This design comes from an exercise in tuning for small area on the open sky130 flow, not from production work. The RTL was checked by simulation tests, not by an equivalence proof against the original design. Power is estimated from default activity; no workload was simulated.

## v10
Design reg_file, start of the top module:
module reg_file
#(
   parameter int unsigned DATA_W = cpu_pkg::DATA_W,
   parameter int unsigned ADDR_W = cpu_pkg::ADDR_W
) (
   input  logic              clk,
   input  logic              rst,
   input  logic              we,
   input  logic [ADDR_W-1:0] wa,
   input  logic [DATA_W-1:0] wd,
   input  logic [ADDR_W-1:0] ra1,
   input  logic [ADDR_W-1:0] ra2,
   output logic [DATA_W-1:0] rd1,
   output logic [DATA_W-1:0] rd2
);
   localparam int unsigned DEPTH = 2 ** ADDR_W;
   localparam int unsigned N     = DEPTH - 1;
   logic [N*DATA_W-1:0] mem;
   logic [N-1:0]        vld;
   logic [N-1:0]        wsel;
   logic [N-1:0]        sel1;
   logic [N-1:0]        sel2;
   always_comb begin
      for (int unsigned k = 0; k < N; k++) begin
         wsel[k] = we && (wa == ADDR_W'(k + 1));
         sel1[k] = !rst && vld[k] && (ra1 == ADDR_W'(k + 1));
         sel2[k] = !rst && vld[k] && (ra2 == ADDR_W'(k + 1));
      end
   end
   always_ff @(posedge clk or posedge rst) begin
      if (rst) begin
         vld <= '0;
      end else begin
         vld <= vld | wsel;
      end
   end
   for (genvar k = 0; k < N; k++) begin : g_row
      reg_file_row #(.DATA_W(DATA_W)) u_row (
         .clk  (clk),
         .en   (wsel[k]),
         .en_n (!wsel[k]),
         .d    (wd),
         .q    (mem[k*DATA_W +: DATA_W])
      );
   end
   reg_file_rdport #(.DATA_W(DATA_W), .N(N)) u_rd1 (
      .sel (sel1),
      .d   (mem),
      .q   (rd1)
   );
   reg_file_rdport #(.DATA_W(DATA_W), .N(N)) u_rd2 (
      .sel (sel2),
      .d   (mem),
      .q   (rd2)
   );
endmodule
For scale: ~3,500 cells after synthesis, ~110 I/O pins, about 43,000 um^2 of cells after synthesis.
Settings: LEC_CHECK=0, CAP_MARGIN=10, CORE_MARGIN=2, CORE_UTILIZATION=60, SLEW_MARGIN=10, SYNTH_HIERARCHICAL=1; clock period 9.0 ns.
standard.sh (not shown) runs the stock make flow with config.mk's settings and CLKGATE_MAP_FILE= SYNTH_SCRIPT=/design/flow/synth_recipe.tcl, a recipe that flattens the netlist after the stock synthesis.
==> flow/flow/run.sh <==
#!/bin/bash
# The standard layout with two changes:
# - clock tree synthesis clusters sinks into groups of up to 25 within
#   80 um, each driven by a clkbuf_16, and adds no dummy balancing loads;
# - every input and output port still gets a buffer, but a buf_1 rather
#   than the flow's default choice; repair_design resizes it where needed.
# All output of the standard flow goes to standard.log (ORFS's per-step
# logs are under orfs/).
set -euo pipefail
export CTS_ARGS="-sink_clustering_enable -repair_clock_nets -sink_clustering_size 25 -sink_clustering_max_diameter 80 -buf_list sky130_fd_sc_hd__clkbuf_16 -dont_use_dummy_load"
export BUFFER_PORTS_ARGS="-buffer_cell sky130_fd_sc_hd__buf_1"
bash standard.sh finish > standard.log 2>&1
Looking at the reports, v10 completed the entire flow and the layout it produced met the timing, design-rule and antenna checks.
Relative to v10, the following input files were edited for v37:
# v10
export LEC_CHECK = 0
export CAP_MARGIN = 10
export CORE_MARGIN = 2
export CORE_UTILIZATION = 60
export SLEW_MARGIN = 10
export SYNTH_HIERARCHICAL = 1
create_clock -name core_clock -period 9.0 [get_ports {clk}]
# v37
export LEC_CHECK = 0
export CAP_MARGIN = 20
export CORE_MARGIN = 2
export CORE_UTILIZATION = 35
export SLEW_MARGIN = 20
export SYNTH_HIERARCHICAL = 1
create_clock -name core_clock -period 9.0 [get_ports {clk}]
==> flow/run.sh (new file) <==
#!/bin/bash
# synth_recipe.tcl (not shown) runs the flow's synth.tcl, then flattens the netlist and writes it again
# the make line also repeats each setting of config.mk as NAME=value (left out here)
make -C /OpenROAD-flow-scripts/flow DESIGN_CONFIG=/design/flow/config.mk WORK_HOME=/design/flow/orfs CLKGATE_MAP_FILE= SYNTH_SCRIPT=/design/flow/synth_recipe.tcl finish
removed: flow/flow/run.sh
removed: flow/standard.sh
==> comparison <==
Against v10, v37 comes in about 22% higher on total power. In the flow results for v10 and v37, the slew at the pin closest to its max-slew limit is larger on v10. | logic gate share of total power | v37 vs v10 | 1.7 points lower |. Going from v10 to v37, detailed-routed wire length on met2 grew by a few percent. Compare v10 and v37 | count of cell instances traversed by the critical path higher: v10. Taking v10 as the reference, in v37 number of non-clock buffers in the layout saw a decrease; sum of routed wire length over all layers went up; cell area shows an increase of 4000 um^2. Compared with v10, in v37 clock-buffer cell count rose by 117; worst hold slack across all endpoints has remained practically unchanged; fmax fell 8.5 MHz.
### v37 -> v43
# v37
export LEC_CHECK = 0
export CAP_MARGIN = 20
export CORE_MARGIN = 2
export CORE_UTILIZATION = 35
export SLEW_MARGIN = 20
export SYNTH_HIERARCHICAL = 1
create_clock -name core_clock -period 9.0 [get_ports {clk}]
# v43
export LEC_CHECK = 0
export CAP_MARGIN = 10
export CORE_MARGIN = 2
export CORE_UTILIZATION = 60
export SLEW_MARGIN = 10
export SYNTH_HIERARCHICAL = 1
create_clock -name core_clock -period 9.0 [get_ports {clk}]
==> flow/flow/run.sh (new file) <==
#!/bin/bash
# The standard layout with two changes:
# - clock tree synthesis clusters sinks into groups of up to 25 within
#   80 um, each driven by a clkbuf_16, and adds no dummy balancing loads;
# - every input and output port still gets a buffer, but a buf_1 rather
#   than the flow's default choice; repair_design resizes it where needed;
# - global routing offers the router less of met1 (flow/fastroute.tcl).
# All output of the standard flow goes to standard.log (ORFS's per-step
# logs are under orfs/).
set -euo pipefail
export CTS_ARGS="-sink_clustering_enable -repair_clock_nets -sink_clustering_size 25 -sink_clustering_max_diameter 80 -buf_list sky130_fd_sc_hd__clkbuf_16 -dont_use_dummy_load"
export FASTROUTE_TCL="$(pwd)/flow/fastroute.tcl"
export BUFFER_PORTS_ARGS="-buffer_cell sky130_fd_sc_hd__buf_1"
bash standard.sh finish > standard.log 2>&1
==> flow/flow/fastroute.tcl (new file) <==
# Global routing layers as in the platform's fastroute.tcl, but with less of
# met1's capacity offered to the global router, so that signal routes move
# up to met2-met4 and leave met1 to the cells' pin access.
set_global_routing_layer_adjustment $::env(MIN_ROUTING_LAYER)-$::env(MAX_ROUTING_LAYER) 0.2
set_global_routing_layer_adjustment met1 0.6

set_routing_layers -clock $::env(MIN_CLK_ROUTING_LAYER)-$::env(MAX_ROUTING_LAYER)
set_routing_layers -signal $::env(MIN_ROUTING_LAYER)-$::env(MAX_ROUTING_LAYER)
==> flow/standard.sh (new file) <==
#!/bin/bash
# synth_recipe.tcl (not shown) runs the flow's synth.tcl, then flattens the netlist and writes it again
# the make line also repeats each setting of config.mk as NAME=value (left out here)
make -C /OpenROAD-flow-scripts/flow DESIGN_CONFIG=/design/flow/config.mk WORK_HOME=/design/flow/orfs CLKGATE_MAP_FILE= SYNTH_SCRIPT=/design/flow/synth_recipe.tcl "${@:-finish}"
removed: flow/run.sh
Notes after the runs:
Per the comparison of v43 with v37, sequential power stayed essentially flat; total stage count of the critical path rose by 1; final period utilization fell by 5.2 points; wire length of the first global-routing pass fell by 0.86%. Die span in y (lower): v43. Min synthesis-to-layout area growth across v37 and v43: v43.
Relative to v43, the following input files were edited for v53:
# v43
export LEC_CHECK = 0
export CAP_MARGIN = 10
export CORE_MARGIN = 2
export CORE_UTILIZATION = 60
export SLEW_MARGIN = 10
export SYNTH_HIERARCHICAL = 1
create_clock -name core_clock -period 9.0 [get_ports {clk}]
# v53
export LEC_CHECK = 0
export CAP_MARGIN = 20
export CORE_MARGIN = 2
export CORE_UTILIZATION = 60
export SLEW_MARGIN = 20
export SYNTH_HIERARCHICAL = 1
create_clock -name core_clock -period 9.0 [get_ports {clk}]
==> flow/flow/run.sh <==
#!/bin/bash
# The standard layout, with one change to clock tree synthesis: sinks
# are clustered into groups of up to 25 within 80 um, each driven by a
# clkbuf_16, and no dummy balancing loads are added. All output of the
# standard flow goes to standard.log (ORFS's per-step logs are under orfs/).
set -euo pipefail
export CTS_ARGS="-sink_clustering_enable -repair_clock_nets -sink_clustering_size 25 -sink_clustering_max_diameter 80 -buf_list sky130_fd_sc_hd__clkbuf_16 -dont_use_dummy_load"
bash standard.sh finish > standard.log 2>&1
removed: flow/flow/fastroute.tcl
Results
Compared with v43, in v53 fraction of layout cells with a size suffix above 1 increased by 0.40 points relative to the old numbers; clock network fraction of total power decreased by 0.4 points relative to the old numbers.
v53 vs v43: clock buffer count in the final layout down in v53
Comparing v43 and v53, area share of buffers outside the clock network is higher on v53.
Compared with v43, v53 shows a higher worst-case headroom to the max-slew limit.
Power density over the cells (lower): v53
Total routed wire length on the met1 layer (v53 vs. v43) increases by more than 10%
Compare v43 and v53 | iteration count of the initial detailed-routing pass higher: v43
Routed wire length: v43 vs v53 — no meaningful difference

## static timing again, ports no longer ideal
No port has a modelled driver above. Below, the same layouts with a new extraction and two added sets of constraints. Step 1 (the two cells are an assumption about what drives the block):
set clk [get_ports {clk}]
set_driving_cell -lib_cell sky130_fd_sc_hd__clkbuf_16 $clk
set_driving_cell -lib_cell sky130_fd_sc_hd__buf_2 [delete_from_list [all_inputs] $clk]
Step 2 adds t to the input delays and takes it off the output delays; t is the mean of the earliest and latest rising clock arrival at the registers after step 1. Input paths then give back, and output paths get back, about the clock's delay inside the block. a / b / c = no drivers / after step 1 / after step 2; a / b = the first two.
run	t (ns)	setup WS [ns]	worst setup path after step 2	worst register clock-pin slew, ns
v10	0.720	1.749 / 1.727 / 1.727	input to output	0.10 / 0.10
v37	0.757	1.272 / 1.200 / 1.200	input to output	0.07 / 0.07
v43	0.722	1.736 / 1.711 / 1.711	input to output	0.11 / 0.11
v53	0.708	0.819 / 0.793 / 0.793	input to output	0.10 / 0.10
After both steps every run listed still meets setup and hold. For v37, which loses most, drivers alone change the setup slack by -0.072 ns; drivers and shift together by -0.072 ns.
